This design comes from an exercise in tuning for small area, a short achievable clock period and few clock cycles on the open sky130 flow, not from production work.
Function was checked by simulation only, so behaviour that the tests miss may differ from the original.

==> flow/design.v, too long to show whole: its modules and the start of the top module <==
// module mul_unit: 1344 lines
// module bignum_top: 412 lines
module bignum_top
(
    input  logic              i_clk,
    input  logic              i_rst_n,
    input  logic              i_req_valid,
    output logic              o_req_ready,
    input  logic [1:0]        i_req_op,
    input  logic [19:0]       i_req_a_addr,
    input  logic [19:0]       i_req_b_addr,
    input  logic [19:0]       i_req_dst_addr,
    input  logic [7:0]        i_req_a_len,
    input  logic [7:0]        i_req_b_len,
    output logic              o_rsp_valid,
    input  logic              i_rsp_ready,
    output logic [7:0]        o_rsp_len,
    output logic [19:0]       o_mem_addr,
    output logic              o_mem_we,
    output logic [15:0]       o_mem_wdata,
    input  logic [15:0]       i_mem_rdata
);
  // ...
==> flow/flow/run.sh <==
#!/bin/bash
set -euo pipefail
bash standard.sh SETUP_SLACK_MARGIN=6 finish > standard.log 2>&1
==> flow/standard.sh <==
#!/bin/bash
# synth_recipe.tcl (not shown) runs the flow's synth.tcl, then flattens the netlist and writes it again
# the make line also repeats each setting of config.mk as NAME=value (left out here)
make -C /OpenROAD-flow-scripts/flow DESIGN_CONFIG=/design/flow/config.mk WORK_HOME=/design/flow/orfs CLKGATE_MAP_FILE= SYNTH_SCRIPT=/design/flow/synth_recipe.tcl "${@:-finish}"
==> flow/config.mk <==
export PLATFORM = sky130hd
export DESIGN_NAME = bignum_top
export DESIGN_NICKNAME = bignum_top
export VERILOG_FILES = /design/flow/design.v
export SDC_FILE = /design/flow/constraint.sdc
export NUM_CORES = 4
export LEC_CHECK = 0
export ABC_CLOCK_PERIOD_IN_PS = 3000
export CAP_MARGIN = 20
export CORE_MARGIN = 5
export CORE_UTILIZATION = 40
export SETUP_SLACK_MARGIN = 5
export SLEW_MARGIN = 20
==> flow/constraint.sdc <==
create_clock -name core_clock -period 9.0 [get_ports {i_clk}]
set_input_delay 1.8000 -clock core_clock [delete_from_list [all_inputs] [get_ports {i_clk}]]
set_output_delay 1.8000 -clock core_clock [all_outputs]
set_load 0.01 [all_outputs]
==> summary.txt, run 1 <==
# TYPE chip_impl_metric gauge
chip_impl_metric{name="post_route_cells_drive_above_1_share",unit=""} 0.272
chip_impl_metric{name="post_cts_hold_fix_bufs",unit=""} 0
chip_impl_metric{name="global_route.usage.met3",unit=""} 0.0460
chip_impl_metric{name="post_synth_inst_count",unit=""} 2753
chip_impl_metric{name="cts_max_level",unit=""} 2
chip_impl_info{name="synthMostInstantiatedCell",value="edfxtp_1"} 1
chip_impl_info{name="leading_cell_types_in_the_layout_fill_and_taps_excluded",value="edfxtp_1, and2_1, buf_4"} 1
chip_impl_metric{name="grt_antenna_before_repair",unit=""} 6
chip_impl_metric{name="num_vias",unit=""} 22200
chip_impl_metric{name="grt_overflow_total",unit=""} 0
chip_impl_metric{name="drt_pass1_iterations",unit=""} 5
chip_impl_metric{name="worst_endpoint_data_arrival_time",unit="ps"} 4590
chip_impl_metric{name="post_drt_wl_per_cell",unit="microns"} 22.2
chip_impl_info{name="unrepaired_setup_endpoints_after_global_routing",value="true"} 1
chip_impl_info{name="start_point_of_the_worst_hold_path",value="l2$_DFF_P_"} 1
chip_impl_metric{name="drcViolationCount",unit=""} 0
chip_impl_metric{name="worstHoldPathCells",unit=""} 0
chip_impl_metric{name="initial_core_util",unit=""} 0.403
chip_impl_metric{name="regToRegSetupSlack",unit="ps"} 4870
chip_impl_metric{name="tapcell.inserted",unit=""} 950
chip_impl_info{name="run_status",value="no timing/DRC/antenna violations"} 1
chip_impl_metric{name="synth-warning-count",unit=""} 1
chip_impl_metric{name="finalSetupViolCount",unit=""} 0
chip_impl_metric{name="n_sequential_cell",unit=""} 454
chip_impl_info{name="ys_top_cells_by_count",value="edfxtp_1, and2_1, inv_1"} 1
chip_impl_metric{name="global_route.usage.met1",unit=""} 0.308
chip_impl_metric{name="design.core.area",unit="sq mm"} 0.0715
chip_impl_metric{name="wl_met1",unit="mm"} 39.3
chip_impl_metric{name="flip_flop_count_of_the_largest_register_all_copies_and_words_added",unit=""} 32
chip_impl_metric{name="final-instance-count-excl-fill",unit=""} 4097
chip_impl_metric{name="grt_first_pass_wirelength",unit="mm"} 137
chip_impl_info{name="regs_by_ff_count",value="p_q (32), q0 (31), q1 (29)"} 1
chip_impl_metric{name="inverters",unit=""} 230
chip_impl_metric{name="timing.critical_path.depth",unit=""} 20
chip_impl_info{name="layout_commonest_cell",value="edfxtp_1"} 1
Testbench counts, summed over its fixed seeds: cycles 12,022.
==> run 2: changes to the inputs <==
==> flow/design.v (replaced) <==
module mul_unit (
    input  logic [15:0] i_x,
    input  logic [15:0] i_y,
    output logic [31:0] o_r0,
    output logic [31:0] o_r1
);
    logic neg0;
    logic one0;
    logic two0;
    logic pp0_0;
    logic pp0_1;
    logic pp0_2;
    logic pp0_3;
    logic pp0_4;
    logic pp0_5;
    logic pp0_6;
    logic pp0_7;
    logic pp0_8;
    logic pp0_9;
    logic pp0_10;
    logic pp0_11;
    logic pp0_12;
    logic pp0_13;
    logic pp0_14;
    logic pp0_15;
    logic pp0_16;
    logic nneg0;
    logic neg1;
    logic one1;
    logic two1;
    logic pp1_0;
    logic pp1_1;
    logic pp1_2;
    logic pp1_3;
    logic pp1_4;
    logic pp1_5;
    logic pp1_6;
    logic pp1_7;
    logic pp1_8;
    logic pp1_9;
    logic pp1_10;
    logic pp1_11;
    logic pp1_12;
    logic pp1_13;
    logic pp1_14;
    logic pp1_15;
    logic pp1_16;
    logic nneg1;
    logic neg2;
    logic one2;
    logic two2;
    logic pp2_0;
    logic pp2_1;
    logic pp2_2;
    logic pp2_3;
    logic pp2_4;
    logic pp2_5;
    logic pp2_6;
    logic pp2_7;
    logic pp2_8;
    logic pp2_9;
    logic pp2_10;
    logic pp2_11;
    logic pp2_12;
    logic pp2_13;
    logic pp2_14;
    logic pp2_15;
    logic pp2_16;
    logic nneg2;
    logic neg3;
    logic one3;
    logic two3;
    logic pp3_0;
    logic pp3_1;
    logic pp3_2;
    logic pp3_3;
    logic pp3_4;
    logic pp3_5;
    logic pp3_6;
    logic pp3_7;
    logic pp3_8;
    logic pp3_9;
    logic pp3_10;
    logic pp3_11;
    logic pp3_12;
    logic pp3_13;
    logic pp3_14;
    logic pp3_15;
    logic pp3_16;
    logic nneg3;
    logic neg4;
    logic one4;
    logic two4;
    logic pp4_0;
    logic pp4_1;
    logic pp4_2;
    logic pp4_3;
    logic pp4_4;
    logic pp4_5;
    logic pp4_6;
    logic pp4_7;
    logic pp4_8;
    logic pp4_9;
    logic pp4_10;
    logic pp4_11;
    logic pp4_12;
    logic pp4_13;
    logic pp4_14;
    logic pp4_15;
    logic pp4_16;
    logic nneg4;
    logic neg5;
    logic one5;
    logic two5;
    logic pp5_0;
    logic pp5_1;
    logic pp5_2;
    logic pp5_3;
    logic pp5_4;
    logic pp5_5;
    logic pp5_6;
    logic pp5_7;
    logic pp5_8;
    logic pp5_9;
    logic pp5_10;
    logic pp5_11;
    logic pp5_12;
    logic pp5_13;
    logic pp5_14;
    logic pp5_15;
    logic pp5_16;
    logic nneg5;
    logic neg6;
    logic one6;
    logic two6;
    logic pp6_0;
    logic pp6_1;
    logic pp6_2;
    logic pp6_3;
    logic pp6_4;
    logic pp6_5;
    logic pp6_6;
    logic pp6_7;
    logic pp6_8;
    logic pp6_9;
    logic pp6_10;
    logic pp6_11;
    logic pp6_12;
    logic pp6_13;
    logic pp6_14;
    logic pp6_15;
    logic pp6_16;
    logic nneg6;
    logic neg7;
    logic one7;
    logic two7;
    logic pp7_0;
    logic pp7_1;
    logic pp7_2;
    logic pp7_3;
    logic pp7_4;
    logic pp7_5;
    logic pp7_6;
    logic pp7_7;
    logic pp7_8;
    logic pp7_9;
    logic pp7_10;
    logic pp7_11;
    logic pp7_12;
    logic pp7_13;
    logic pp7_14;
    logic pp7_15;
    logic pp7_16;
    logic nneg7;
    logic neg8;
    logic one8;
    logic two8;
    logic pp8_0;
    logic pp8_1;
    logic pp8_2;
    logic pp8_3;
    logic pp8_4;
    logic pp8_5;
    logic pp8_6;
    logic pp8_7;
    logic pp8_8;
    logic pp8_9;
    logic pp8_10;
    logic pp8_11;
    logic pp8_12;
    logic pp8_13;
    logic pp8_14;
    logic pp8_15;
    logic s5;
    logic c6;
    logic s9;
    logic c10;
    logic s13;
    logic c14;
    logic s15;
    logic c16;
    logic s19;
    logic c20;
    logic s21;
    logic c22;
    logic s25;
    logic c26;
    logic s27;
    logic c28;
    logic s29;
    logic c30;
    logic s31;
    logic c32;
    logic s33;
    logic c34;
    logic s35;
    logic c36;
    logic s37;
    logic c38;
    logic s39;
    logic c40;
    logic s41;
    logic c42;
    logic s43;
    logic c44;
    logic s45;
    logic c46;
    logic s47;
    logic c48;
    logic s49;
    logic c50;
    logic s51;
    logic c52;
    logic s55;
    logic c56;
    logic s57;
    logic c58;
    logic s59;
    logic c60;
    logic s63;
    logic c64;
    logic s71;
    logic c72;
    logic s75;
    logic c76;
    logic s79;
    logic c80;
    logic s81;
    logic c82;
    logic s83;
    logic c84;
    logic s85;
    logic c86;
    logic s87;
    logic c88;
    logic s89;
    logic c90;
    logic s91;
    logic c92;
    logic s93;
    logic c94;
    logic s95;
    logic c96;
    logic s97;
    logic c98;
    logic s99;
    logic c100;
    logic s101;
    logic c102;
    logic s103;
    logic c104;
    logic s105;
    logic c106;
    logic s107;
    logic c108;
    logic s109;
    logic c110;
    logic s111;
    logic c112;
    logic s113;
    logic c114;
    logic s115;
    logic c116;
    logic s117;
    logic c118;
    logic s119;
    logic c120;
    logic s121;
    logic c122;
    logic s123;
    logic c124;
    logic s125;
    logic c126;
    logic s127;
    logic c128;
    logic s129;
    logic c130;
    logic s131;
    logic c132;
    logic s133;
    logic c134;
    logic s135;
    logic c136;
    logic s137;
    logic c138;
    logic s139;
    logic c140;
    logic s141;
    logic c142;
    logic s143;
    logic c144;
    logic s147;
    logic c148;
    logic s155;
    logic c156;
    logic s157;
    logic c158;
    logic s159;
    logic c160;
    logic s161;
    logic c162;
    logic s163;
    logic c164;
    logic s165;
    logic c166;
    logic s167;
    logic c168;
    logic s169;
    logic c170;
    logic s171;
    logic c172;
    logic s173;
    logic c174;
    logic s175;
    logic c176;
    logic s177;
    logic c178;
    logic s179;
    logic c180;
    logic s181;
    logic c182;
    logic s183;
    logic c184;
    logic s185;
    logic c186;
    logic s187;
    logic c188;
    logic s189;
    logic c190;
    logic s191;
    logic c192;
    logic s193;
    logic c194;
    logic s195;
    logic c196;
    logic s197;
    logic c198;
    logic s199;
    logic c200;
    logic s201;
    logic c202;
    logic s209;
    logic c210;
    logic s211;
    logic c212;
    logic s213;
    logic c214;
    logic s215;
    logic c216;
    logic s217;
    logic c218;
    logic s219;
    logic c220;
    logic s221;
    logic c222;
    logic s223;
    logic c224;
    logic s225;
    logic c226;
    logic s227;
    logic c228;
    logic s229;
    logic c230;
    logic s231;
    logic c232;
    logic s233;
    logic c234;
    logic s235;
    logic c236;
    logic s237;
    logic c238;
    logic s239;
    logic c240;
    logic s241;
    logic c242;
    logic s243;
    logic c244;
    logic s245;
    logic c246;
    logic s247;
    logic c248;
    logic s249;
    logic c250;
    logic s251;
    logic c252;
    logic s253;
    logic c254;
    logic s255;
    logic c256;
    logic s257;
    logic c258;
    logic s259;
    logic c260;
    logic s261;
    logic c262;
    logic s263;
    logic c264;
    logic s1;
    logic c2;
    logic s3;
    logic c4;
    logic s7;
    logic c8;
    logic s11;
    logic c12;
    logic s17;
    logic c18;
    logic s23;
    logic c24;
    logic s53;
    logic c54;
    logic s61;
    logic c62;
    logic s65;
    logic c66;
    logic s67;
    logic c68;
    logic s69;
    logic c70;
    logic s73;
    logic c74;
    logic s77;
    logic c78;
    logic s145;
    logic c146;
    logic s149;
    logic c150;
    logic s151;
    logic c152;
    logic s153;
    logic c154;
    logic s203;
    logic c204;
    logic s205;
    logic c206;
    logic s207;
    logic c208;
    assign neg0 = i_y[1];
    assign one0 = i_y[0] ^ 1'b0;
    assign two0 = (i_y[1] & ~i_y[0] & ~1'b0) | (~i_y[1] & i_y[0] & 1'b0);
    assign pp0_0 = ((one0 & i_x[0]) | (two0 & 1'b0)) ^ neg0;
    assign pp0_1 = ((one0 & i_x[1]) | (two0 & i_x[0])) ^ neg0;
    assign pp0_2 = ((one0 & i_x[2]) | (two0 & i_x[1])) ^ neg0;
    assign pp0_3 = ((one0 & i_x[3]) | (two0 & i_x[2])) ^ neg0;
    assign pp0_4 = ((one0 & i_x[4]) | (two0 & i_x[3])) ^ neg0;
    assign pp0_5 = ((one0 & i_x[5]) | (two0 & i_x[4])) ^ neg0;
    assign pp0_6 = ((one0 & i_x[6]) | (two0 & i_x[5])) ^ neg0;
    assign pp0_7 = ((one0 & i_x[7]) | (two0 & i_x[6])) ^ neg0;
    assign pp0_8 = ((one0 & i_x[8]) | (two0 & i_x[7])) ^ neg0;
    assign pp0_9 = ((one0 & i_x[9]) | (two0 & i_x[8])) ^ neg0;
    assign pp0_10 = ((one0 & i_x[10]) | (two0 & i_x[9])) ^ neg0;
    assign pp0_11 = ((one0 & i_x[11]) | (two0 & i_x[10])) ^ neg0;
    assign pp0_12 = ((one0 & i_x[12]) | (two0 & i_x[11])) ^ neg0;
    assign pp0_13 = ((one0 & i_x[13]) | (two0 & i_x[12])) ^ neg0;
    assign pp0_14 = ((one0 & i_x[14]) | (two0 & i_x[13])) ^ neg0;
    assign pp0_15 = ((one0 & i_x[15]) | (two0 & i_x[14])) ^ neg0;
    assign pp0_16 = ((one0 & 1'b0) | (two0 & i_x[15])) ^ neg0;
    assign nneg0 = ~neg0;
    assign neg1 = i_y[3];
    assign one1 = i_y[2] ^ i_y[1];
    assign two1 = (i_y[3] & ~i_y[2] & ~i_y[1]) | (~i_y[3] & i_y[2] & i_y[1]);
    assign pp1_0 = ((one1 & i_x[0]) | (two1 & 1'b0)) ^ neg1;
    assign pp1_1 = ((one1 & i_x[1]) | (two1 & i_x[0])) ^ neg1;
    assign pp1_2 = ((one1 & i_x[2]) | (two1 & i_x[1])) ^ neg1;
    assign pp1_3 = ((one1 & i_x[3]) | (two1 & i_x[2])) ^ neg1;
    assign pp1_4 = ((one1 & i_x[4]) | (two1 & i_x[3])) ^ neg1;
    assign pp1_5 = ((one1 & i_x[5]) | (two1 & i_x[4])) ^ neg1;
    assign pp1_6 = ((one1 & i_x[6]) | (two1 & i_x[5])) ^ neg1;
    assign pp1_7 = ((one1 & i_x[7]) | (two1 & i_x[6])) ^ neg1;
    assign pp1_8 = ((one1 & i_x[8]) | (two1 & i_x[7])) ^ neg1;
    assign pp1_9 = ((one1 & i_x[9]) | (two1 & i_x[8])) ^ neg1;
    assign pp1_10 = ((one1 & i_x[10]) | (two1 & i_x[9])) ^ neg1;
    assign pp1_11 = ((one1 & i_x[11]) | (two1 & i_x[10])) ^ neg1;
    assign pp1_12 = ((one1 & i_x[12]) | (two1 & i_x[11])) ^ neg1;
    assign pp1_13 = ((one1 & i_x[13]) | (two1 & i_x[12])) ^ neg1;
    assign pp1_14 = ((one1 & i_x[14]) | (two1 & i_x[13])) ^ neg1;
    assign pp1_15 = ((one1 & i_x[15]) | (two1 & i_x[14])) ^ neg1;
    assign pp1_16 = ((one1 & 1'b0) | (two1 & i_x[15])) ^ neg1;
    assign nneg1 = ~neg1;
    assign neg2 = i_y[5];
    assign one2 = i_y[4] ^ i_y[3];
    assign two2 = (i_y[5] & ~i_y[4] & ~i_y[3]) | (~i_y[5] & i_y[4] & i_y[3]);
    assign pp2_0 = ((one2 & i_x[0]) | (two2 & 1'b0)) ^ neg2;
    assign pp2_1 = ((one2 & i_x[1]) | (two2 & i_x[0])) ^ neg2;
    assign pp2_2 = ((one2 & i_x[2]) | (two2 & i_x[1])) ^ neg2;
    assign pp2_3 = ((one2 & i_x[3]) | (two2 & i_x[2])) ^ neg2;
    assign pp2_4 = ((one2 & i_x[4]) | (two2 & i_x[3])) ^ neg2;
    assign pp2_5 = ((one2 & i_x[5]) | (two2 & i_x[4])) ^ neg2;
    assign pp2_6 = ((one2 & i_x[6]) | (two2 & i_x[5])) ^ neg2;
    assign pp2_7 = ((one2 & i_x[7]) | (two2 & i_x[6])) ^ neg2;
    assign pp2_8 = ((one2 & i_x[8]) | (two2 & i_x[7])) ^ neg2;
    assign pp2_9 = ((one2 & i_x[9]) | (two2 & i_x[8])) ^ neg2;
    assign pp2_10 = ((one2 & i_x[10]) | (two2 & i_x[9])) ^ neg2;
    assign pp2_11 = ((one2 & i_x[11]) | (two2 & i_x[10])) ^ neg2;
    assign pp2_12 = ((one2 & i_x[12]) | (two2 & i_x[11])) ^ neg2;
    assign pp2_13 = ((one2 & i_x[13]) | (two2 & i_x[12])) ^ neg2;
    assign pp2_14 = ((one2 & i_x[14]) | (two2 & i_x[13])) ^ neg2;
    assign pp2_15 = ((one2 & i_x[15]) | (two2 & i_x[14])) ^ neg2;
    assign pp2_16 = ((one2 & 1'b0) | (two2 & i_x[15])) ^ neg2;
    assign nneg2 = ~neg2;
    assign neg3 = i_y[7];
    assign one3 = i_y[6] ^ i_y[5];
    assign two3 = (i_y[7] & ~i_y[6] & ~i_y[5]) | (~i_y[7] & i_y[6] & i_y[5]);
    assign pp3_0 = ((one3 & i_x[0]) | (two3 & 1'b0)) ^ neg3;
    assign pp3_1 = ((one3 & i_x[1]) | (two3 & i_x[0])) ^ neg3;
    assign pp3_2 = ((one3 & i_x[2]) | (two3 & i_x[1])) ^ neg3;
    assign pp3_3 = ((one3 & i_x[3]) | (two3 & i_x[2])) ^ neg3;
    assign pp3_4 = ((one3 & i_x[4]) | (two3 & i_x[3])) ^ neg3;
    assign pp3_5 = ((one3 & i_x[5]) | (two3 & i_x[4])) ^ neg3;
    assign pp3_6 = ((one3 & i_x[6]) | (two3 & i_x[5])) ^ neg3;
    assign pp3_7 = ((one3 & i_x[7]) | (two3 & i_x[6])) ^ neg3;
    assign pp3_8 = ((one3 & i_x[8]) | (two3 & i_x[7])) ^ neg3;
    assign pp3_9 = ((one3 & i_x[9]) | (two3 & i_x[8])) ^ neg3;
    assign pp3_10 = ((one3 & i_x[10]) | (two3 & i_x[9])) ^ neg3;
    assign pp3_11 = ((one3 & i_x[11]) | (two3 & i_x[10])) ^ neg3;
    assign pp3_12 = ((one3 & i_x[12]) | (two3 & i_x[11])) ^ neg3;
    assign pp3_13 = ((one3 & i_x[13]) | (two3 & i_x[12])) ^ neg3;
    assign pp3_14 = ((one3 & i_x[14]) | (two3 & i_x[13])) ^ neg3;
    assign pp3_15 = ((one3 & i_x[15]) | (two3 & i_x[14])) ^ neg3;
    assign pp3_16 = ((one3 & 1'b0) | (two3 & i_x[15])) ^ neg3;
    assign nneg3 = ~neg3;
    assign neg4 = i_y[9];
    assign one4 = i_y[8] ^ i_y[7];
    assign two4 = (i_y[9] & ~i_y[8] & ~i_y[7]) | (~i_y[9] & i_y[8] & i_y[7]);
    assign pp4_0 = ((one4 & i_x[0]) | (two4 & 1'b0)) ^ neg4;
    assign pp4_1 = ((one4 & i_x[1]) | (two4 & i_x[0])) ^ neg4;
    assign pp4_2 = ((one4 & i_x[2]) | (two4 & i_x[1])) ^ neg4;
    assign pp4_3 = ((one4 & i_x[3]) | (two4 & i_x[2])) ^ neg4;
    assign pp4_4 = ((one4 & i_x[4]) | (two4 & i_x[3])) ^ neg4;
    assign pp4_5 = ((one4 & i_x[5]) | (two4 & i_x[4])) ^ neg4;
    assign pp4_6 = ((one4 & i_x[6]) | (two4 & i_x[5])) ^ neg4;
    assign pp4_7 = ((one4 & i_x[7]) | (two4 & i_x[6])) ^ neg4;
    assign pp4_8 = ((one4 & i_x[8]) | (two4 & i_x[7])) ^ neg4;
    assign pp4_9 = ((one4 & i_x[9]) | (two4 & i_x[8])) ^ neg4;
    assign pp4_10 = ((one4 & i_x[10]) | (two4 & i_x[9])) ^ neg4;
    assign pp4_11 = ((one4 & i_x[11]) | (two4 & i_x[10])) ^ neg4;
    assign pp4_12 = ((one4 & i_x[12]) | (two4 & i_x[11])) ^ neg4;
    assign pp4_13 = ((one4 & i_x[13]) | (two4 & i_x[12])) ^ neg4;
    assign pp4_14 = ((one4 & i_x[14]) | (two4 & i_x[13])) ^ neg4;
    assign pp4_15 = ((one4 & i_x[15]) | (two4 & i_x[14])) ^ neg4;
    assign pp4_16 = ((one4 & 1'b0) | (two4 & i_x[15])) ^ neg4;
    assign nneg4 = ~neg4;
    assign neg5 = i_y[11];
    assign one5 = i_y[10] ^ i_y[9];
    assign two5 = (i_y[11] & ~i_y[10] & ~i_y[9]) | (~i_y[11] & i_y[10] & i_y[9]);
    assign pp5_0 = ((one5 & i_x[0]) | (two5 & 1'b0)) ^ neg5;
    assign pp5_1 = ((one5 & i_x[1]) | (two5 & i_x[0])) ^ neg5;
    assign pp5_2 = ((one5 & i_x[2]) | (two5 & i_x[1])) ^ neg5;
    assign pp5_3 = ((one5 & i_x[3]) | (two5 & i_x[2])) ^ neg5;
    assign pp5_4 = ((one5 & i_x[4]) | (two5 & i_x[3])) ^ neg5;
    assign pp5_5 = ((one5 & i_x[5]) | (two5 & i_x[4])) ^ neg5;
    assign pp5_6 = ((one5 & i_x[6]) | (two5 & i_x[5])) ^ neg5;
    assign pp5_7 = ((one5 & i_x[7]) | (two5 & i_x[6])) ^ neg5;
    assign pp5_8 = ((one5 & i_x[8]) | (two5 & i_x[7])) ^ neg5;
    assign pp5_9 = ((one5 & i_x[9]) | (two5 & i_x[8])) ^ neg5;
    assign pp5_10 = ((one5 & i_x[10]) | (two5 & i_x[9])) ^ neg5;
    assign pp5_11 = ((one5 & i_x[11]) | (two5 & i_x[10])) ^ neg5;
    assign pp5_12 = ((one5 & i_x[12]) | (two5 & i_x[11])) ^ neg5;
    assign pp5_13 = ((one5 & i_x[13]) | (two5 & i_x[12])) ^ neg5;
    assign pp5_14 = ((one5 & i_x[14]) | (two5 & i_x[13])) ^ neg5;
    assign pp5_15 = ((one5 & i_x[15]) | (two5 & i_x[14])) ^ neg5;
    assign pp5_16 = ((one5 & 1'b0) | (two5 & i_x[15])) ^ neg5;
    assign nneg5 = ~neg5;
    assign neg6 = i_y[13];
    assign one6 = i_y[12] ^ i_y[11];
    assign two6 = (i_y[13] & ~i_y[12] & ~i_y[11]) | (~i_y[13] & i_y[12] & i_y[11]);
    assign pp6_0 = ((one6 & i_x[0]) | (two6 & 1'b0)) ^ neg6;
    assign pp6_1 = ((one6 & i_x[1]) | (two6 & i_x[0])) ^ neg6;
    assign pp6_2 = ((one6 & i_x[2]) | (two6 & i_x[1])) ^ neg6;
    assign pp6_3 = ((one6 & i_x[3]) | (two6 & i_x[2])) ^ neg6;
    assign pp6_4 = ((one6 & i_x[4]) | (two6 & i_x[3])) ^ neg6;
    assign pp6_5 = ((one6 & i_x[5]) | (two6 & i_x[4])) ^ neg6;
    assign pp6_6 = ((one6 & i_x[6]) | (two6 & i_x[5])) ^ neg6;
    assign pp6_7 = ((one6 & i_x[7]) | (two6 & i_x[6])) ^ neg6;
    assign pp6_8 = ((one6 & i_x[8]) | (two6 & i_x[7])) ^ neg6;
    assign pp6_9 = ((one6 & i_x[9]) | (two6 & i_x[8])) ^ neg6;
    assign pp6_10 = ((one6 & i_x[10]) | (two6 & i_x[9])) ^ neg6;
    assign pp6_11 = ((one6 & i_x[11]) | (two6 & i_x[10])) ^ neg6;
    assign pp6_12 = ((one6 & i_x[12]) | (two6 & i_x[11])) ^ neg6;
    assign pp6_13 = ((one6 & i_x[13]) | (two6 & i_x[12])) ^ neg6;
    assign pp6_14 = ((one6 & i_x[14]) | (two6 & i_x[13])) ^ neg6;
    assign pp6_15 = ((one6 & i_x[15]) | (two6 & i_x[14])) ^ neg6;
    assign pp6_16 = ((one6 & 1'b0) | (two6 & i_x[15])) ^ neg6;
    assign nneg6 = ~neg6;
    assign neg7 = i_y[15];
    assign one7 = i_y[14] ^ i_y[13];
    assign two7 = (i_y[15] & ~i_y[14] & ~i_y[13]) | (~i_y[15] & i_y[14] & i_y[13]);
    assign pp7_0 = ((one7 & i_x[0]) | (two7 & 1'b0)) ^ neg7;
    assign pp7_1 = ((one7 & i_x[1]) | (two7 & i_x[0])) ^ neg7;
    assign pp7_2 = ((one7 & i_x[2]) | (two7 & i_x[1])) ^ neg7;
    assign pp7_3 = ((one7 & i_x[3]) | (two7 & i_x[2])) ^ neg7;
    assign pp7_4 = ((one7 & i_x[4]) | (two7 & i_x[3])) ^ neg7;
    assign pp7_5 = ((one7 & i_x[5]) | (two7 & i_x[4])) ^ neg7;
    assign pp7_6 = ((one7 & i_x[6]) | (two7 & i_x[5])) ^ neg7;
    assign pp7_7 = ((one7 & i_x[7]) | (two7 & i_x[6])) ^ neg7;
    assign pp7_8 = ((one7 & i_x[8]) | (two7 & i_x[7])) ^ neg7;
    assign pp7_9 = ((one7 & i_x[9]) | (two7 & i_x[8])) ^ neg7;
    assign pp7_10 = ((one7 & i_x[10]) | (two7 & i_x[9])) ^ neg7;
    assign pp7_11 = ((one7 & i_x[11]) | (two7 & i_x[10])) ^ neg7;
    assign pp7_12 = ((one7 & i_x[12]) | (two7 & i_x[11])) ^ neg7;
    assign pp7_13 = ((one7 & i_x[13]) | (two7 & i_x[12])) ^ neg7;
    assign pp7_14 = ((one7 & i_x[14]) | (two7 & i_x[13])) ^ neg7;
    assign pp7_15 = ((one7 & i_x[15]) | (two7 & i_x[14])) ^ neg7;
    assign pp7_16 = ((one7 & 1'b0) | (two7 & i_x[15])) ^ neg7;
    assign nneg7 = ~neg7;
    assign neg8 = 1'b0;
    assign one8 = 1'b0 ^ i_y[15];
    assign two8 = (1'b0 & ~1'b0 & ~i_y[15]) | (~1'b0 & 1'b0 & i_y[15]);
    assign pp8_0 = i_y[15] & i_x[0];
    assign pp8_1 = i_y[15] & i_x[1];
    assign pp8_2 = i_y[15] & i_x[2];
    assign pp8_3 = i_y[15] & i_x[3];
    assign pp8_4 = i_y[15] & i_x[4];
    assign pp8_5 = i_y[15] & i_x[5];
    assign pp8_6 = i_y[15] & i_x[6];
    assign pp8_7 = i_y[15] & i_x[7];
    assign pp8_8 = i_y[15] & i_x[8];
    assign pp8_9 = i_y[15] & i_x[9];
    assign pp8_10 = i_y[15] & i_x[10];
    assign pp8_11 = i_y[15] & i_x[11];
    assign pp8_12 = i_y[15] & i_x[12];
    assign pp8_13 = i_y[15] & i_x[13];
    assign pp8_14 = i_y[15] & i_x[14];
    assign pp8_15 = i_y[15] & i_x[15];
    assign s5 = pp0_12 ^ pp1_10 ^ pp2_8;
    assign c6 = (pp0_12 & pp1_10) | (pp2_8 & (pp0_12 ^ pp1_10));
    assign s9 = pp0_13 ^ pp1_11 ^ pp2_9;
    assign c10 = (pp0_13 & pp1_11) | (pp2_9 & (pp0_13 ^ pp1_11));
    assign s13 = pp0_14 ^ pp1_12 ^ pp2_10;
    assign c14 = (pp0_14 & pp1_12) | (pp2_10 & (pp0_14 ^ pp1_12));
    assign s15 = pp3_8 ^ pp4_6 ^ pp5_4;
    assign c16 = (pp3_8 & pp4_6) | (pp5_4 & (pp3_8 ^ pp4_6));
    assign s19 = pp0_15 ^ pp1_13 ^ pp2_11;
    assign c20 = (pp0_15 & pp1_13) | (pp2_11 & (pp0_15 ^ pp1_13));
    assign s21 = pp3_9 ^ pp4_7 ^ pp5_5;
    assign c22 = (pp3_9 & pp4_7) | (pp5_5 & (pp3_9 ^ pp4_7));
    assign s25 = pp0_16 ^ pp1_14 ^ pp2_12;
    assign c26 = (pp0_16 & pp1_14) | (pp2_12 & (pp0_16 ^ pp1_14));
    assign s27 = pp3_10 ^ pp4_8 ^ pp5_6;
    assign c28 = (pp3_10 & pp4_8) | (pp5_6 & (pp3_10 ^ pp4_8));
    assign s29 = pp6_4 ^ pp7_2 ^ pp8_0;
    assign c30 = (pp6_4 & pp7_2) | (pp8_0 & (pp6_4 ^ pp7_2));
    assign s31 = neg0 ^ pp1_15 ^ pp2_13;
    assign c32 = (neg0 & pp1_15) | (pp2_13 & (neg0 ^ pp1_15));
    assign s33 = pp3_11 ^ pp4_9 ^ pp5_7;
    assign c34 = (pp3_11 & pp4_9) | (pp5_7 & (pp3_11 ^ pp4_9));
    assign s35 = pp6_5 ^ pp7_3 ^ pp8_1;
    assign c36 = (pp6_5 & pp7_3) | (pp8_1 & (pp6_5 ^ pp7_3));
    assign s37 = neg0 ^ pp1_16 ^ pp2_14;
    assign c38 = (neg0 & pp1_16) | (pp2_14 & (neg0 ^ pp1_16));
    assign s39 = pp3_12 ^ pp4_10 ^ pp5_8;
    assign c40 = (pp3_12 & pp4_10) | (pp5_8 & (pp3_12 ^ pp4_10));
    assign s41 = pp6_6 ^ pp7_4 ^ pp8_2;
    assign c42 = (pp6_6 & pp7_4) | (pp8_2 & (pp6_6 ^ pp7_4));
    assign s43 = nneg0 ^ nneg1 ^ pp2_15;
    assign c44 = (nneg0 & nneg1) | (pp2_15 & (nneg0 ^ nneg1));
    assign s45 = pp3_13 ^ pp4_11 ^ pp5_9;
    assign c46 = (pp3_13 & pp4_11) | (pp5_9 & (pp3_13 ^ pp4_11));
    assign s47 = pp6_7 ^ pp7_5 ^ pp8_3;
    assign c48 = (pp6_7 & pp7_5) | (pp8_3 & (pp6_7 ^ pp7_5));
    assign s49 = 1'b1 ^ pp2_16 ^ pp3_14;
    assign c50 = (1'b1 & pp2_16) | (pp3_14 & (1'b1 ^ pp2_16));
    assign s51 = pp4_12 ^ pp5_10 ^ pp6_8;
    assign c52 = (pp4_12 & pp5_10) | (pp6_8 & (pp4_12 ^ pp5_10));
    assign s55 = nneg2 ^ pp3_15 ^ pp4_13;
    assign c56 = (nneg2 & pp3_15) | (pp4_13 & (nneg2 ^ pp3_15));
    assign s57 = pp5_11 ^ pp6_9 ^ pp7_7;
    assign c58 = (pp5_11 & pp6_9) | (pp7_7 & (pp5_11 ^ pp6_9));
    assign s59 = 1'b1 ^ pp3_16 ^ pp4_14;
    assign c60 = (1'b1 & pp3_16) | (pp4_14 & (1'b1 ^ pp3_16));
    assign s63 = nneg3 ^ pp4_15 ^ pp5_13;
    assign c64 = (nneg3 & pp4_15) | (pp5_13 & (nneg3 ^ pp4_15));
    assign s71 = pp0_8 ^ pp1_6 ^ pp2_4;
    assign c72 = (pp0_8 & pp1_6) | (pp2_4 & (pp0_8 ^ pp1_6));
    assign s75 = pp0_9 ^ pp1_7 ^ pp2_5;
    assign c76 = (pp0_9 & pp1_7) | (pp2_5 & (pp0_9 ^ pp1_7));
    assign s79 = s1 ^ pp2_6 ^ pp3_4;
    assign c80 = (s1 & pp2_6) | (pp3_4 & (s1 ^ pp2_6));
    assign s81 = pp4_2 ^ pp5_0 ^ neg5;
    assign c82 = (pp4_2 & pp5_0) | (neg5 & (pp4_2 ^ pp5_0));
    assign s83 = c2 ^ s3 ^ pp2_7;
    assign c84 = (c2 & s3) | (pp2_7 & (c2 ^ s3));
    assign s85 = pp3_5 ^ pp4_3 ^ pp5_1;
    assign c86 = (pp3_5 & pp4_3) | (pp5_1 & (pp3_5 ^ pp4_3));
    assign s87 = c4 ^ s5 ^ s7;
    assign c88 = (c4 & s5) | (s7 & (c4 ^ s5));
    assign s89 = pp5_2 ^ pp6_0 ^ neg6;
    assign c90 = (pp5_2 & pp6_0) | (neg6 & (pp5_2 ^ pp6_0));
    assign s91 = c6 ^ c8 ^ s9;
    assign c92 = (c6 & c8) | (s9 & (c6 ^ c8));
    assign s93 = s11 ^ pp5_3 ^ pp6_1;
    assign c94 = (s11 & pp5_3) | (pp6_1 & (s11 ^ pp5_3));
    assign s95 = c10 ^ c12 ^ s13;
    assign c96 = (c10 & c12) | (s13 & (c10 ^ c12));
    assign s97 = s15 ^ s17 ^ neg7;
    assign c98 = (s15 & s17) | (neg7 & (s15 ^ s17));
    assign s99 = c14 ^ c16 ^ c18;
    assign c100 = (c14 & c16) | (c18 & (c14 ^ c16));
    assign s101 = s19 ^ s21 ^ s23;
    assign c102 = (s19 & s21) | (s23 & (s19 ^ s21));
    assign s103 = c20 ^ c22 ^ c24;
    assign c104 = (c20 & c22) | (c24 & (c20 ^ c22));
    assign s105 = s25 ^ s27 ^ s29;
    assign c106 = (s25 & s27) | (s29 & (s25 ^ s27));
    assign s107 = c26 ^ c28 ^ c30;
    assign c108 = (c26 & c28) | (c30 & (c26 ^ c28));
    assign s109 = s31 ^ s33 ^ s35;
    assign c110 = (s31 & s33) | (s35 & (s31 ^ s33));
    assign s111 = c32 ^ c34 ^ c36;
    assign c112 = (c32 & c34) | (c36 & (c32 ^ c34));
    assign s113 = s37 ^ s39 ^ s41;
    assign c114 = (s37 & s39) | (s41 & (s37 ^ s39));
    assign s115 = c38 ^ c40 ^ c42;
    assign c116 = (c38 & c40) | (c42 & (c38 ^ c40));
    assign s117 = s43 ^ s45 ^ s47;
    assign c118 = (s43 & s45) | (s47 & (s43 ^ s45));
    assign s119 = c44 ^ c46 ^ c48;
    assign c120 = (c44 & c46) | (c48 & (c44 ^ c46));
    assign s121 = s49 ^ s51 ^ s53;
    assign c122 = (s49 & s51) | (s53 & (s49 ^ s51));
    assign s123 = c50 ^ c52 ^ c54;
    assign c124 = (c50 & c52) | (c54 & (c50 ^ c52));
    assign s125 = s55 ^ s57 ^ pp8_5;
    assign c126 = (s55 & s57) | (pp8_5 & (s55 ^ s57));
    assign s127 = c56 ^ c58 ^ s59;
    assign c128 = (c56 & c58) | (s59 & (c56 ^ c58));
    assign s129 = s61 ^ pp7_8 ^ pp8_6;
    assign c130 = (s61 & pp7_8) | (pp8_6 & (s61 ^ pp7_8));
    assign s131 = c60 ^ c62 ^ s63;
    assign c132 = (c60 & c62) | (s63 & (c60 ^ c62));
    assign s133 = pp6_11 ^ pp7_9 ^ pp8_7;
    assign c134 = (pp6_11 & pp7_9) | (pp8_7 & (pp6_11 ^ pp7_9));
    assign s135 = c64 ^ s65 ^ pp5_14;
    assign c136 = (c64 & s65) | (pp5_14 & (c64 ^ s65));
    assign s137 = pp6_12 ^ pp7_10 ^ pp8_8;
    assign c138 = (pp6_12 & pp7_10) | (pp8_8 & (pp6_12 ^ pp7_10));
    assign s139 = c66 ^ nneg4 ^ pp5_15;
    assign c140 = (c66 & nneg4) | (pp5_15 & (c66 ^ nneg4));
    assign s141 = pp6_13 ^ pp7_11 ^ pp8_9;
    assign c142 = (pp6_13 & pp7_11) | (pp8_9 & (pp6_13 ^ pp7_11));
    assign s143 = 1'b1 ^ pp5_16 ^ pp6_14;
    assign c144 = (1'b1 & pp5_16) | (pp6_14 & (1'b1 ^ pp5_16));
    assign s147 = nneg5 ^ pp6_15 ^ pp7_13;
    assign c148 = (nneg5 & pp6_15) | (pp7_13 & (nneg5 ^ pp6_15));
    assign s155 = s67 ^ pp2_2 ^ pp3_0;
    assign c156 = (s67 & pp2_2) | (pp3_0 & (s67 ^ pp2_2));
    assign s157 = c68 ^ s69 ^ pp2_3;
    assign c158 = (c68 & s69) | (pp2_3 & (c68 ^ s69));
    assign s159 = c70 ^ s71 ^ s73;
    assign c160 = (c70 & s71) | (s73 & (c70 ^ s71));
    assign s161 = c72 ^ c74 ^ s75;
    assign c162 = (c72 & c74) | (s75 & (c72 ^ c74));
    assign s163 = c76 ^ c78 ^ s79;
    assign c164 = (c76 & c78) | (s79 & (c76 ^ c78));
    assign s165 = c80 ^ c82 ^ s83;
    assign c166 = (c80 & c82) | (s83 & (c80 ^ c82));
    assign s167 = c84 ^ c86 ^ s87;
    assign c168 = (c84 & c86) | (s87 & (c84 ^ c86));
    assign s169 = c88 ^ c90 ^ s91;
    assign c170 = (c88 & c90) | (s91 & (c88 ^ c90));
    assign s171 = c92 ^ c94 ^ s95;
    assign c172 = (c92 & c94) | (s95 & (c92 ^ c94));
    assign s173 = c96 ^ c98 ^ s99;
    assign c174 = (c96 & c98) | (s99 & (c96 ^ c98));
    assign s175 = c100 ^ c102 ^ s103;
    assign c176 = (c100 & c102) | (s103 & (c100 ^ c102));
    assign s177 = c104 ^ c106 ^ s107;
    assign c178 = (c104 & c106) | (s107 & (c104 ^ c106));
    assign s179 = c108 ^ c110 ^ s111;
    assign c180 = (c108 & c110) | (s111 & (c108 ^ c110));
    assign s181 = c112 ^ c114 ^ s115;
    assign c182 = (c112 & c114) | (s115 & (c112 ^ c114));
    assign s183 = c116 ^ c118 ^ s119;
    assign c184 = (c116 & c118) | (s119 & (c116 ^ c118));
    assign s185 = c120 ^ c122 ^ s123;
    assign c186 = (c120 & c122) | (s123 & (c120 ^ c122));
    assign s187 = c124 ^ c126 ^ s127;
    assign c188 = (c124 & c126) | (s127 & (c124 ^ c126));
    assign s189 = c128 ^ c130 ^ s131;
    assign c190 = (c128 & c130) | (s131 & (c128 ^ c130));
    assign s191 = c132 ^ c134 ^ s135;
    assign c192 = (c132 & c134) | (s135 & (c132 ^ c134));
    assign s193 = c136 ^ c138 ^ s139;
    assign c194 = (c136 & c138) | (s139 & (c136 ^ c138));
    assign s195 = c140 ^ c142 ^ s143;
    assign c196 = (c140 & c142) | (s143 & (c140 ^ c142));
    assign s197 = c144 ^ c146 ^ s147;
    assign c198 = (c144 & c146) | (s147 & (c144 ^ c146));
    assign s199 = c148 ^ s149 ^ pp7_14;
    assign c200 = (c148 & s149) | (pp7_14 & (c148 ^ s149));
    assign s201 = c150 ^ nneg6 ^ pp7_15;
    assign c202 = (c150 & nneg6) | (pp7_15 & (c150 ^ nneg6));
    assign s209 = s151 ^ pp2_0 ^ neg2;
    assign c210 = (s151 & pp2_0) | (neg2 & (s151 ^ pp2_0));
    assign s211 = c152 ^ s153 ^ pp2_1;
    assign c212 = (c152 & s153) | (pp2_1 & (c152 ^ s153));
    assign s213 = c154 ^ s155 ^ neg3;
    assign c214 = (c154 & s155) | (neg3 & (c154 ^ s155));
    assign s215 = c156 ^ s157 ^ pp3_1;
    assign c216 = (c156 & s157) | (pp3_1 & (c156 ^ s157));
    assign s217 = c158 ^ s159 ^ neg4;
    assign c218 = (c158 & s159) | (neg4 & (c158 ^ s159));
    assign s219 = c160 ^ s161 ^ s77;
    assign c220 = (c160 & s161) | (s77 & (c160 ^ s161));
    assign s221 = c162 ^ s163 ^ s81;
    assign c222 = (c162 & s163) | (s81 & (c162 ^ s163));
    assign s223 = c164 ^ s165 ^ s85;
    assign c224 = (c164 & s165) | (s85 & (c164 ^ s165));
    assign s225 = c166 ^ s167 ^ s89;
    assign c226 = (c166 & s167) | (s89 & (c166 ^ s167));
    assign s227 = c168 ^ s169 ^ s93;
    assign c228 = (c168 & s169) | (s93 & (c168 ^ s169));
    assign s229 = c170 ^ s171 ^ s97;
    assign c230 = (c170 & s171) | (s97 & (c170 ^ s171));
    assign s231 = c172 ^ s173 ^ s101;
    assign c232 = (c172 & s173) | (s101 & (c172 ^ s173));
    assign s233 = c174 ^ s175 ^ s105;
    assign c234 = (c174 & s175) | (s105 & (c174 ^ s175));
    assign s235 = c176 ^ s177 ^ s109;
    assign c236 = (c176 & s177) | (s109 & (c176 ^ s177));
    assign s237 = c178 ^ s179 ^ s113;
    assign c238 = (c178 & s179) | (s113 & (c178 ^ s179));
    assign s239 = c180 ^ s181 ^ s117;
    assign c240 = (c180 & s181) | (s117 & (c180 ^ s181));
    assign s241 = c182 ^ s183 ^ s121;
    assign c242 = (c182 & s183) | (s121 & (c182 ^ s183));
    assign s243 = c184 ^ s185 ^ s125;
    assign c244 = (c184 & s185) | (s125 & (c184 ^ s185));
    assign s245 = c186 ^ s187 ^ s129;
    assign c246 = (c186 & s187) | (s129 & (c186 ^ s187));
    assign s247 = c188 ^ s189 ^ s133;
    assign c248 = (c188 & s189) | (s133 & (c188 ^ s189));
    assign s249 = c190 ^ s191 ^ s137;
    assign c250 = (c190 & s191) | (s137 & (c190 ^ s191));
    assign s251 = c192 ^ s193 ^ s141;
    assign c252 = (c192 & s193) | (s141 & (c192 ^ s193));
    assign s253 = c194 ^ s195 ^ s145;
    assign c254 = (c194 & s195) | (s145 & (c194 ^ s195));
    assign s255 = c196 ^ s197 ^ pp8_11;
    assign c256 = (c196 & s197) | (pp8_11 & (c196 ^ s197));
    assign s257 = c198 ^ s199 ^ pp8_12;
    assign c258 = (c198 & s199) | (pp8_12 & (c198 ^ s199));
    assign s259 = c200 ^ s201 ^ pp8_13;
    assign c260 = (c200 & s201) | (pp8_13 & (c200 ^ s201));
    assign s261 = c202 ^ s203 ^ pp8_14;
    assign c262 = (c202 & s203) | (pp8_14 & (c202 ^ s203));
    assign s263 = c204 ^ nneg7 ^ pp8_15;
    assign c264 = (c204 & nneg7) | (pp8_15 & (c204 ^ nneg7));
    assign s1 = pp0_10 ^ pp1_8;
    assign c2 = pp0_10 & pp1_8;
    assign s3 = pp0_11 ^ pp1_9;
    assign c4 = pp0_11 & pp1_9;
    assign s7 = pp3_6 ^ pp4_4;
    assign c8 = pp3_6 & pp4_4;
    assign s11 = pp3_7 ^ pp4_5;
    assign c12 = pp3_7 & pp4_5;
    assign s17 = pp6_2 ^ pp7_0;
    assign c18 = pp6_2 & pp7_0;
    assign s23 = pp6_3 ^ pp7_1;
    assign c24 = pp6_3 & pp7_1;
    assign s53 = pp7_6 ^ pp8_4;
    assign c54 = pp7_6 & pp8_4;
    assign s61 = pp5_12 ^ pp6_10;
    assign c62 = pp5_12 & pp6_10;
    assign s65 = 1'b1 ^ pp4_16;
    assign c66 = 1'b1 & pp4_16;
    assign s67 = pp0_6 ^ pp1_4;
    assign c68 = pp0_6 & pp1_4;
    assign s69 = pp0_7 ^ pp1_5;
    assign c70 = pp0_7 & pp1_5;
    assign s73 = pp3_2 ^ pp4_0;
    assign c74 = pp3_2 & pp4_0;
    assign s77 = pp3_3 ^ pp4_1;
    assign c78 = pp3_3 & pp4_1;
    assign s145 = pp7_12 ^ pp8_10;
    assign c146 = pp7_12 & pp8_10;
    assign s149 = 1'b1 ^ pp6_16;
    assign c150 = 1'b1 & pp6_16;
    assign s151 = pp0_4 ^ pp1_2;
    assign c152 = pp0_4 & pp1_2;
    assign s153 = pp0_5 ^ pp1_3;
    assign c154 = pp0_5 & pp1_3;
    assign s203 = 1'b1 ^ pp7_16;
    assign c204 = 1'b1 & pp7_16;
    assign s205 = pp0_2 ^ pp1_0;
    assign c206 = pp0_2 & pp1_0;
    assign s207 = pp0_3 ^ pp1_1;
    assign c208 = pp0_3 & pp1_1;
    assign o_r0[0] = pp0_0;
    assign o_r1[0] = neg0;
    assign o_r0[1] = pp0_1;
    assign o_r1[1] = 1'b0;
    assign o_r0[2] = s205;
    assign o_r1[2] = neg1;
    assign o_r0[3] = c206;
    assign o_r1[3] = s207;
    assign o_r0[4] = c208;
    assign o_r1[4] = s209;
    assign o_r0[5] = c210;
    assign o_r1[5] = s211;
    assign o_r0[6] = c212;
    assign o_r1[6] = s213;
    assign o_r0[7] = c214;
    assign o_r1[7] = s215;
    assign o_r0[8] = c216;
    assign o_r1[8] = s217;
    assign o_r0[9] = c218;
    assign o_r1[9] = s219;
    assign o_r0[10] = c220;
    assign o_r1[10] = s221;
    assign o_r0[11] = c222;
    assign o_r1[11] = s223;
    assign o_r0[12] = c224;
    assign o_r1[12] = s225;
    assign o_r0[13] = c226;
    assign o_r1[13] = s227;
    assign o_r0[14] = c228;
    assign o_r1[14] = s229;
    assign o_r0[15] = c230;
    assign o_r1[15] = s231;
    assign o_r0[16] = c232;
    assign o_r1[16] = s233;
    assign o_r0[17] = c234;
    assign o_r1[17] = s235;
    assign o_r0[18] = c236;
    assign o_r1[18] = s237;
    assign o_r0[19] = c238;
    assign o_r1[19] = s239;
    assign o_r0[20] = c240;
    assign o_r1[20] = s241;
    assign o_r0[21] = c242;
    assign o_r1[21] = s243;
    assign o_r0[22] = c244;
    assign o_r1[22] = s245;
    assign o_r0[23] = c246;
    assign o_r1[23] = s247;
    assign o_r0[24] = c248;
    assign o_r1[24] = s249;
    assign o_r0[25] = c250;
    assign o_r1[25] = s251;
    assign o_r0[26] = c252;
    assign o_r1[26] = s253;
    assign o_r0[27] = c254;
    assign o_r1[27] = s255;
    assign o_r0[28] = c256;
    assign o_r1[28] = s257;
    assign o_r0[29] = c258;
    assign o_r1[29] = s259;
    assign o_r0[30] = c260;
    assign o_r1[30] = s261;
    assign o_r0[31] = c262;
    assign o_r1[31] = s263;
endmodule
module bignum_top
(
    input  logic              i_clk,
    input  logic              i_rst_n,
    input  logic              i_req_valid,
    output logic              o_req_ready,
    input  logic [1:0]        i_req_op,
    input  logic [19:0]       i_req_a_addr,
    input  logic [19:0]       i_req_b_addr,
    input  logic [19:0]       i_req_dst_addr,
    input  logic [7:0]        i_req_a_len,
    input  logic [7:0]        i_req_b_len,
    output logic              o_rsp_valid,
    input  logic              i_rsp_ready,
    output logic [7:0]        o_rsp_len,
    output logic [19:0]       o_mem_addr,
    output logic              o_mem_we,
    output logic [15:0]       o_mem_wdata,
    input  logic [15:0]       i_mem_rdata
);
    typedef enum logic [3:0] {
        S_IDLE,
        S_NOP,   
        S_RESP,
        S_RA,    
        S_RB,    
        S_W,     
        S_BUB,   
        S_TW,    
        S_LB,    
        S_LX,    
        S_IT0,   
        S_IT1,   
        S_IT2,   
        S_FL     
    } state_e;
    localparam logic [1:0] B_A = 2'd0, B_B = 2'd1, B_D = 2'd2;
    localparam logic [1:0] O_X = 2'd0, O_Y = 2'd1, O_D = 2'd2, O_W = 2'd3;
    state_e      state, cur;
    logic        cur_j0, cur_last, cur_chunk0, cur_bz, cur_fl0, cur_xr;
    logic        we_f;                   
    logic [1:0]  sel_b, sel_o;           
    logic        sel_z;                  
    logic        ready_q;
    logic        rsp_q;
    logic        we_q;
    logic [19:0] addr_q;
    logic [15:0] wdata_q;
    logic [19:0] base_a, base_b, base_d;
    logic [7:0]  o_x, o_y, o_d, o_w;    
    logic        swap_q, mfirst;
    logic        is_sub, is_add;
    logic [7:0]  cnt_a, cnt_b, ylen;
    logic        a_z, a_o, b_z, b_o;      
    logic        elem0, was_ra, comp_q, carry_q, tw;
    logic [1:0]  k, lx, kx, fl;          
    logic        xr;                     
    logic        chunk0, j0, last_q;
    logic [15:0] x0, x1, x2;
    logic [15:0] r0, r1, r2;
    logic [15:0] breg;
    logic [31:0] q0, q1;
    logic        v3, f3, l3;
    logic [1:0]  m3;
    logic [15:0] creg;
    assign o_req_ready = ready_q;
    assign o_rsp_valid = rsp_q;
    assign o_rsp_len   = o_w;       
    assign o_mem_addr  = addr_q;
    assign o_mem_we    = we_q;
    assign o_mem_wdata = wdata_q;
    logic        accept;
    logic        swap;
    state_e      n_state;
    logic        n_we;
    logic [1:0]  n_bsel, n_osel;
    logic        n_ozero;
    logic [19:0] n_base;
    logic [7:0]  n_off;
    logic [19:0] n_addr;
    logic [1:0]  b_x, b_y;
    logic [7:0]  x_len, y_len;
    logic        m1_valid;
    logic [1:0]  m1_slot;
    assign accept = i_req_valid && ready_q && (state == S_IDLE);
    assign swap   = (i_req_b_len < i_req_a_len);
    assign b_x    = swap_q ? B_B : B_A;
    assign b_y    = swap_q ? B_A : B_B;
    assign x_len  = (mfirst && swap_q) ? ylen : cnt_a;
    assign y_len  = (mfirst && swap_q) ? cnt_a : ylen;
    always_comb begin
        n_state = state;
        n_we    = 1'b0;
        n_bsel  = B_D;
        n_osel  = O_W;
        n_ozero = 1'b0;
        case (state)
            S_IDLE: ;
            S_RESP: ;
            S_RA: begin
                if (!b_z) begin
                    n_state = S_RB;
                    n_bsel  = B_B;
                    n_osel  = O_Y;
                end else if (!elem0) begin
                    n_state = S_W;
                    n_we    = 1'b1;
                end else if (!a_o) begin
                    n_state = S_RA;
                    n_bsel  = B_A;
                    n_osel  = O_X;
                end else begin
                    n_state = S_BUB;
                end
            end
            S_RB: begin
                if (!elem0) begin
                    n_state = S_W;
                    n_we    = 1'b1;
                end else if (!a_z) begin
                    n_state = S_RA;
                    n_bsel  = B_A;
                    n_osel  = O_X;
                end else if (!b_o) begin
                    n_state = S_RB;
                    n_bsel  = B_B;
                    n_osel  = O_Y;
                end else begin
                    n_state = S_BUB;
                end
            end
            S_W: begin
                if (!a_z) begin
                    n_state = S_RA;
                    n_bsel  = B_A;
                    n_osel  = O_X;
                end else if (!b_z) begin
                    n_state = S_RB;
                    n_bsel  = B_B;
                    n_osel  = O_Y;
                end else begin
                    n_state = S_TW;
                    n_we    = 1'b1;
                end
            end
            S_BUB: begin
                n_state = S_TW;
                n_we    = 1'b1;
            end
            S_TW: begin
                if (tw) begin
                    n_state = S_TW;
                    n_we    = 1'b1;
                end else begin
                    n_state = S_RESP;
                end
            end
            S_LB: begin
                n_state = S_LX;
                n_bsel  = b_x;
                n_osel  = O_X;
            end
            S_LX: begin
                if (lx != 2'd1) begin
                    n_state = S_LX;
                    if (kx != 2'd0) begin
                        n_bsel = b_x;
                        n_osel = O_X;
                    end
                end else begin
                    n_state = S_IT0;
                    n_osel  = O_D;
                end
            end
            S_IT0: begin
                n_state = S_IT1;
                n_we    = !j0;
            end
            S_IT1: begin
                if (last_q) begin
                    n_state = S_FL;
                    n_we    = 1'b1;
                end else begin
                    n_state = S_IT2;
                    n_bsel  = b_y;
                    n_osel  = O_Y;
                end
            end
            S_IT2: begin
                n_state = S_IT0;
                n_osel  = O_D;
            end
            S_FL: begin
                if (fl != 2'd0) begin
                    n_state = S_FL;
                    n_we    = 1'b1;
                end else if (!a_z) begin
                    n_state = S_LB;
                    n_bsel  = b_y;
                    n_ozero = 1'b1;
                end else begin
                    n_state = S_RESP;
                end
            end
            default: n_state = S_IDLE;
        endcase
    end
    always_comb begin
        case (sel_b)
            B_A:     n_base = base_a;
            B_B:     n_base = base_b;
            default: n_base = base_d;
        endcase
        case (sel_o)
            O_X:     n_off = o_x;
            O_Y:     n_off = o_y;
            O_D:     n_off = o_d;
            default: n_off = o_w;
        endcase
        if (sel_z) n_off = 8'd0;
        if (accept)
            n_addr = i_req_a_addr;
        else
            n_addr = n_base + {12'd0, n_off};
    end
    always_ff @(posedge i_clk or negedge i_rst_n) begin
        if (!i_rst_n) begin
            state   <= S_IDLE;
            cur     <= S_IDLE;
            we_f    <= 1'b0;
            ready_q <= 1'b1;
            rsp_q   <= 1'b0;
            we_q    <= 1'b0;
        end else begin
            if (accept) begin
                state   <= i_req_op[1] ? S_LB : S_RB;
                cur     <= i_req_op[1] ? S_NOP : S_RA;
                we_f    <= 1'b0;
                ready_q <= 1'b0;
                rsp_q   <= 1'b0;
                we_q    <= 1'b0;
            end else if (cur == S_RESP && i_rsp_ready) begin
                state   <= S_IDLE;
                cur     <= S_IDLE;
                we_f    <= 1'b0;
                ready_q <= 1'b1;
                rsp_q   <= 1'b0;
                we_q    <= 1'b0;
            end else begin
                state   <= n_state;
                cur     <= state;
                we_f    <= n_we;
                ready_q <= (state == S_IDLE);
                rsp_q   <= (state == S_RESP);
                we_q    <= we_f;
            end
        end
    end
    always_ff @(posedge i_clk) begin
        if (accept) begin
            sel_b <= B_B;
            sel_o <= O_Y;
            sel_z <= i_req_op[1];
            if (i_req_op[1] && !swap) sel_b <= B_B;
            else if (i_req_op[1]) sel_b <= B_A;
        end else begin
            sel_b <= n_bsel;
            sel_o <= n_osel;
            sel_z <= n_ozero;
        end
        cur_j0     <= j0;
        cur_last   <= last_q;
        cur_chunk0 <= chunk0;
        cur_bz     <= b_z;
        cur_fl0    <= (state == S_FL) && (fl == k);
        cur_xr     <= xr;
    end
    always_ff @(posedge i_clk) begin
        addr_q <= n_addr;
        xr     <= accept ? 1'b0 : ((n_state == S_LX) && (n_osel == O_X));
        if (accept) begin
            base_a <= i_req_a_addr;
            base_b <= i_req_b_addr;
            base_d <= i_req_dst_addr;
            o_x    <= i_req_op[1] ? 8'd0 : 8'd1;
            o_y    <= i_req_op[1] ? 8'd1 : 8'd0;
            o_w    <= 8'd0;
            cnt_a  <= i_req_op[1] ? i_req_a_len : (i_req_a_len - 8'd1);
            cnt_b  <= i_req_b_len;
            a_z    <= i_req_op[1] ? 1'b0 : (i_req_a_len == 8'd1);
            a_o    <= i_req_op[1] ? (i_req_a_len == 8'd1) : (i_req_a_len == 8'd2);
            b_z    <= (i_req_b_len == 8'd0);
            b_o    <= (i_req_b_len == 8'd1);
            ylen   <= i_req_b_len;
            swap_q <= swap;
            is_sub <= (i_req_op == 2'd1);
            is_add <= (i_req_op == 2'd0);
            elem0  <= 1'b1;
            mfirst <= 1'b1;
            chunk0 <= 1'b1;
        end else begin
            if (state != S_IDLE && state != S_RESP && !sel_z) begin
                case (sel_o)
                    O_X: o_x <= o_x + 8'd1;
                    O_Y: o_y <= o_y + 8'd1;
                    O_D: o_d <= o_d + 8'd1;
                    default: if (we_f) o_w <= o_w + 8'd1;
                endcase
            end
            case (state)
                S_RA: begin
                    cnt_a <= cnt_a - 8'd1;
                    a_z   <= a_o;
                    a_o   <= (cnt_a == 8'd2);
                    if (b_z) elem0 <= 1'b0;
                end
                S_RB: begin
                    cnt_b <= cnt_b - 8'd1;
                    b_z   <= b_o;
                    b_o   <= (cnt_b == 8'd2);
                    elem0 <= 1'b0;
                end
                S_W:   if (a_z && b_z) tw <= is_add;
                S_BUB: tw <= is_add;
                S_TW:  tw <= 1'b0;
                S_LB: begin
                    k      <= (x_len > 8'd2) ? 2'd3 : x_len[1:0];
                    kx     <= (x_len > 8'd2) ? 2'd2 : (x_len[1:0] - 2'd1);
                    lx     <= 2'd3;
                    cnt_a  <= x_len;
                    a_z    <= (x_len == 8'd0);
                    a_o    <= (x_len == 8'd1);
                    ylen   <= y_len;
                    cnt_b  <= y_len;
                    last_q <= (y_len == 8'd1);
                    j0     <= 1'b1;
                    mfirst <= 1'b0;
                    o_d    <= o_x;
                    o_w    <= o_x;
                end
                S_LX: begin
                    if (xr) begin
                        cnt_a <= cnt_a - 8'd1;
                        a_z   <= a_o;
                        a_o   <= (cnt_a == 8'd2);
                    end
                    if (lx != 2'd1 && kx != 2'd0) kx <= kx - 2'd1;
                    lx    <= lx - 2'd1;
                end
                S_IT1: fl <= k;
                S_IT2: begin
                    cnt_b  <= cnt_b - 8'd1;
                    last_q <= (cnt_b == 8'd2);
                    j0     <= 1'b0;
                end
                S_FL: begin
                    if (fl != 2'd0) fl <= fl - 2'd1;
                    else begin
                        o_y    <= 8'd1;
                        chunk0 <= 1'b0;
                    end
                end
                default: ;
            endcase
        end
    end
    logic [16:0] sum;
    assign sum = {1'b0, creg} + {1'b0, (is_sub ? ~breg : breg)} + {16'd0, carry_q};
    logic [31:0] mr0, mr1;
    logic [31:0] acc_r;
    logic [31:0] t1s, t1c, t2s, t2c;
    logic [31:0] acc;
    logic [15:0] lo, hi;
    mul_unit i_mul (
        .i_x  (x0),
        .i_y  (breg),
        .o_r0 (mr0),
        .o_r1 (mr1)
    );
    always_comb begin
        m1_valid = 1'b0;
        m1_slot  = 2'd0;
        case (cur)
            S_IT0: begin
                m1_valid = 1'b1;
                m1_slot  = 2'd0;
            end
            S_IT1: begin
                m1_valid = 1'b1;
                m1_slot  = 2'd1;
            end
            S_IT2: begin
                m1_valid = 1'b1;
                m1_slot  = 2'd2;
            end
            S_FL: begin
                m1_valid = cur_fl0;
                m1_slot  = 2'd2;
            end
            default: ;
        endcase
    end
    always_comb begin
        case (m3)
            2'd0:    acc_r = {16'd0, r0};
            2'd1:    acc_r = {16'd0, r1};
            default: acc_r = {16'd0, r2};
        endcase
        if (f3) acc_r = 32'd0;
        t1s = q0 ^ q1 ^ acc_r;
        t1c = ((q0 & q1) | (acc_r & (q0 ^ q1))) << 1;
        t2s = t1s ^ t1c ^ {16'd0, creg};
        t2c = ((t1s & t1c) | ({16'd0, creg} & (t1s ^ t1c))) << 1;
        acc = t2s + t2c;
        lo  = acc[15:0];
        hi  = acc[31:16];
    end
    always_ff @(posedge i_clk) begin
        q0  <= mr0;
        q1  <= mr1;
        v3  <= m1_valid;
        m3  <= m1_slot;
        f3  <= cur_j0;
        l3  <= cur_last;
        x0 <= x1;
        x1 <= x2;
        x2 <= (cur == S_LX) ? (cur_xr ? i_mem_rdata : 16'd0) : x0;
        case (cur)
            S_RA: breg <= 16'd0;
            S_RB: breg <= i_mem_rdata;
            S_LB, S_IT2: breg <= i_mem_rdata;
            default: ;
        endcase
        was_ra <= (cur == S_RA);
        comp_q <= ((cur == S_RA) && cur_bz) || (cur == S_RB);
        if (cur == S_RA) creg <= i_mem_rdata;
        else if (cur == S_RB && !was_ra) creg <= 16'd0;
        else if (cur == S_IT0) creg <= cur_chunk0 ? 16'd0 : i_mem_rdata;
        else if (v3) creg <= hi;
        if (v3) begin
            if (m3 == 2'd1) r0 <= lo;
            if (m3 == 2'd2) begin
                r1 <= lo;
                r2 <= hi;
            end
        end
        if (accept) carry_q <= (i_req_op == 2'd1);
        if (comp_q) begin
            wdata_q <= sum[15:0];
            carry_q <= sum[16];
        end else if (cur == S_W || cur == S_TW) begin
            wdata_q <= {15'd0, carry_q};
        end else if (v3 && (m3 == 2'd0 || l3)) begin
            wdata_q <= lo;
        end else if (cur == S_FL) begin
            wdata_q <= creg;
        end
    end
endmodule
==> flow/run.sh (new file) <==
#!/bin/bash
# synth_recipe.tcl (not shown) runs the flow's synth.tcl, then flattens the netlist and writes it again
# the make line also repeats each setting of config.mk as NAME=value (left out here)
make -C /OpenROAD-flow-scripts/flow DESIGN_CONFIG=/design/flow/config.mk WORK_HOME=/design/flow/orfs CLKGATE_MAP_FILE= SYNTH_SCRIPT=/design/flow/synth_recipe.tcl finish
removed: flow/flow/run.sh
removed: flow/standard.sh
==> run 2 against run 1 <==
Critical path depth is 4 lower. Still clean on timing, DRC and antenna. Worst setup slack worse by 81 ps. Clock skew is 3.8 ps lower.
==> summary.txt, run 2 <==
# TYPE chip_impl_metric gauge
chip_impl_info{name="run_status",value="no timing/DRC/antenna violations"} 1
chip_impl_metric{name="clk_pin_slew",unit="ps"} 60
chip_impl_info{name="leading_cell_types_in_the_layout_fill_and_taps_excluded",value="nand2_1, nor2_1, inv_1"} 1
chip_impl_metric{name="max_slew_margin",unit=""} 0.270
chip_impl_metric{name="num_vias",unit=""} 22600
chip_impl_metric{name="finalSetupViolCount",unit=""} 0
chip_impl_metric{name="drcViolationCount",unit=""} 0
chip_impl_metric{name="cpPeakStageDelay",unit="ps"} 500
chip_impl_info{name="synthMostInstantiatedCell",value="nand2_1"} 1
chip_impl_info{name="layout_commonest_cell",value="nand2_1"} 1
chip_impl_metric{name="flip_flop_count_of_the_largest_register_all_copies_and_words_added",unit=""} 32
chip_impl_info{name="regs_by_ff_count",value="q0 (32), q1 (31)"} 1
chip_impl_metric{name="post_synth_xor_area_fraction",unit=""} 0.0401
chip_impl_metric{name="synth-warning-count",unit=""} 1
chip_impl_metric{name="post_cts_hold_fix_bufs",unit=""} 0
chip_impl_info{name="ys_top_cells_by_count",value="nand2_1, nor2_1, inv_1"} 1
chip_impl_metric{name="setup_tns",unit="ps"} 0
chip_impl_metric{name="ioPinCount",unit=""} 145
chip_impl_info{name="cts_tree",value="done"} 1
chip_impl_info{name="unrepaired_setup_endpoints_after_global_routing",value="true"} 1
chip_impl_metric{name="grt_first_pass_wirelength",unit="mm"} 127
chip_impl_metric{name="design.core.area",unit="sq mm"} 0.0683
chip_impl_metric{name="layout.core_utilization",unit=""} 0.469
chip_impl_metric{name="grt_overflow_total",unit=""} 0
chip_impl_metric{name="io_buffers",unit=""} 144
chip_impl_metric{name="worst_endpoint_data_arrival_time",unit="ps"} 4550
chip_impl_metric{name="ctsLongestPathBuffers",unit=""} 3
chip_impl_metric{name="grt_antenna_before_repair",unit=""} 9
chip_impl_metric{name="initial_core_util",unit=""} 0.402
chip_impl_metric{name="max_slew_violation_count",unit=""} 0
chip_impl_metric{name="tmin_final",unit="ps"} 4210
chip_impl_metric{name="post_route_cells_drive_above_1_share",unit=""} 0.0979
chip_impl_metric{name="drt_pass1_iterations",unit=""} 6
## run 2: final cells by class
class                   count  area share
clock buffers              62      0.0394
multi-input cells        2124       0.504
diodes                      4    0.000312
clock inverters            24     0.00729
flip-flops and latches    396       0.316
well taps                 882      0.0344
repair inverters            1    0.000156
inverters                 237      0.0280
repair buffers            230      0.0698
## run 2: cells by family after synthesis
family | count (synthesis)
fa+ha+maj | 292
buf+inv | 478
simple gates | 781
compound gates | 838
flops | 396
mux | 88
xor+xnor | 125
## run 2: final timing paths
path | cells after the start | from | slack (ps) | to
min in group asynchronous | 1 | i_rst_n | 1570 | we_f$_DFF_PN0_
hold reg to reg | 0 | cur_j0$_DFF_P_ | 320 | f3$_DFF_P_
setup reg to reg | 16 | m3[0]$_DFF_P_ | 4790 | creg[10]$_DFFE_PP_
hold / removal | 0 | cur_j0$_DFF_P_ | 320 | f3$_DFF_P_
max in group asynchronous | 1 | i_rst_n | 7020 | cur[3]$_DFF_PN0_
setup / recovery | 16 | m3[0]$_DFF_P_ | 4790 | creg[10]$_DFFE_PP_
## run 2: per-layer routing
layer	routed length, microns	track usage	vias to the layer above
met2	38700	0.356	874
met1	33400	0.279	10900
met4	2520	0.0679	8
met5	49	0	-
met3	5650	0.0428	160
li1	-	-	10600
## run 2: critical path, delay by kind of cell (launching register included)
kind | cells | cell delay, ps
adder cells (fa/ha/maj) | 3 | 1190
AO/OA/AOI/OAI | 6 | 1170
AND/OR/NAND/NOR | 4 | 680
flip-flops | 1 | 410
multiplexers | 1 | 290
buffers and inverters | 2 | 230
## run 2: metrics by stage
stage | setup slack (ps) | cells
after global routing | 4620 | 3958
after global placement | 4370 | 3831
after floorplan | 5000 | 2998
final | 4790 | 3960
after detailed placement | 4180 | 3831
after CTS | 4880 | 3937
## run 2: repair_timing
action | 4_1_cts | 5_1_grt
endpoints found under the setup margin | 80 | 78
cloned | 2 | 1
setup buffers | 18 | 18
pin swaps | 47 | 39
resized for setup | 102 | 55
Testbench counts of run 2, summed over its fixed seeds: cycles 11,993.

==> port drivers added, routing unchanged <==
The flow's constraints put no driver on any port. The routed layouts listed below were extracted and timed again, unchanged, in two steps. Step 1 sets driving cells, clkbuf_16 on the clock port and buf_2 on the other inputs (assumed; they add their load-dependent delay and slew). Step 2 times the ports against the registers' clock, not the clock port: input delays grow and output delays shrink by t, the midpoint of the rising clock arrivals with the driver on. Three values: ideal ports, drivers, drivers and shift; two values: the first two.
run	t (ns)	setup slack, ns	pins driven straight from the clock port
run 1	0.659	4.874 / 4.874 / 4.874	1
run 2	0.638	4.794 / 4.794 / 4.660	1
After both steps every run listed still meets setup and hold. The setup slack of run 2, which loses most, moves by 0.000 ns with the drivers and by -0.134 ns with both steps.
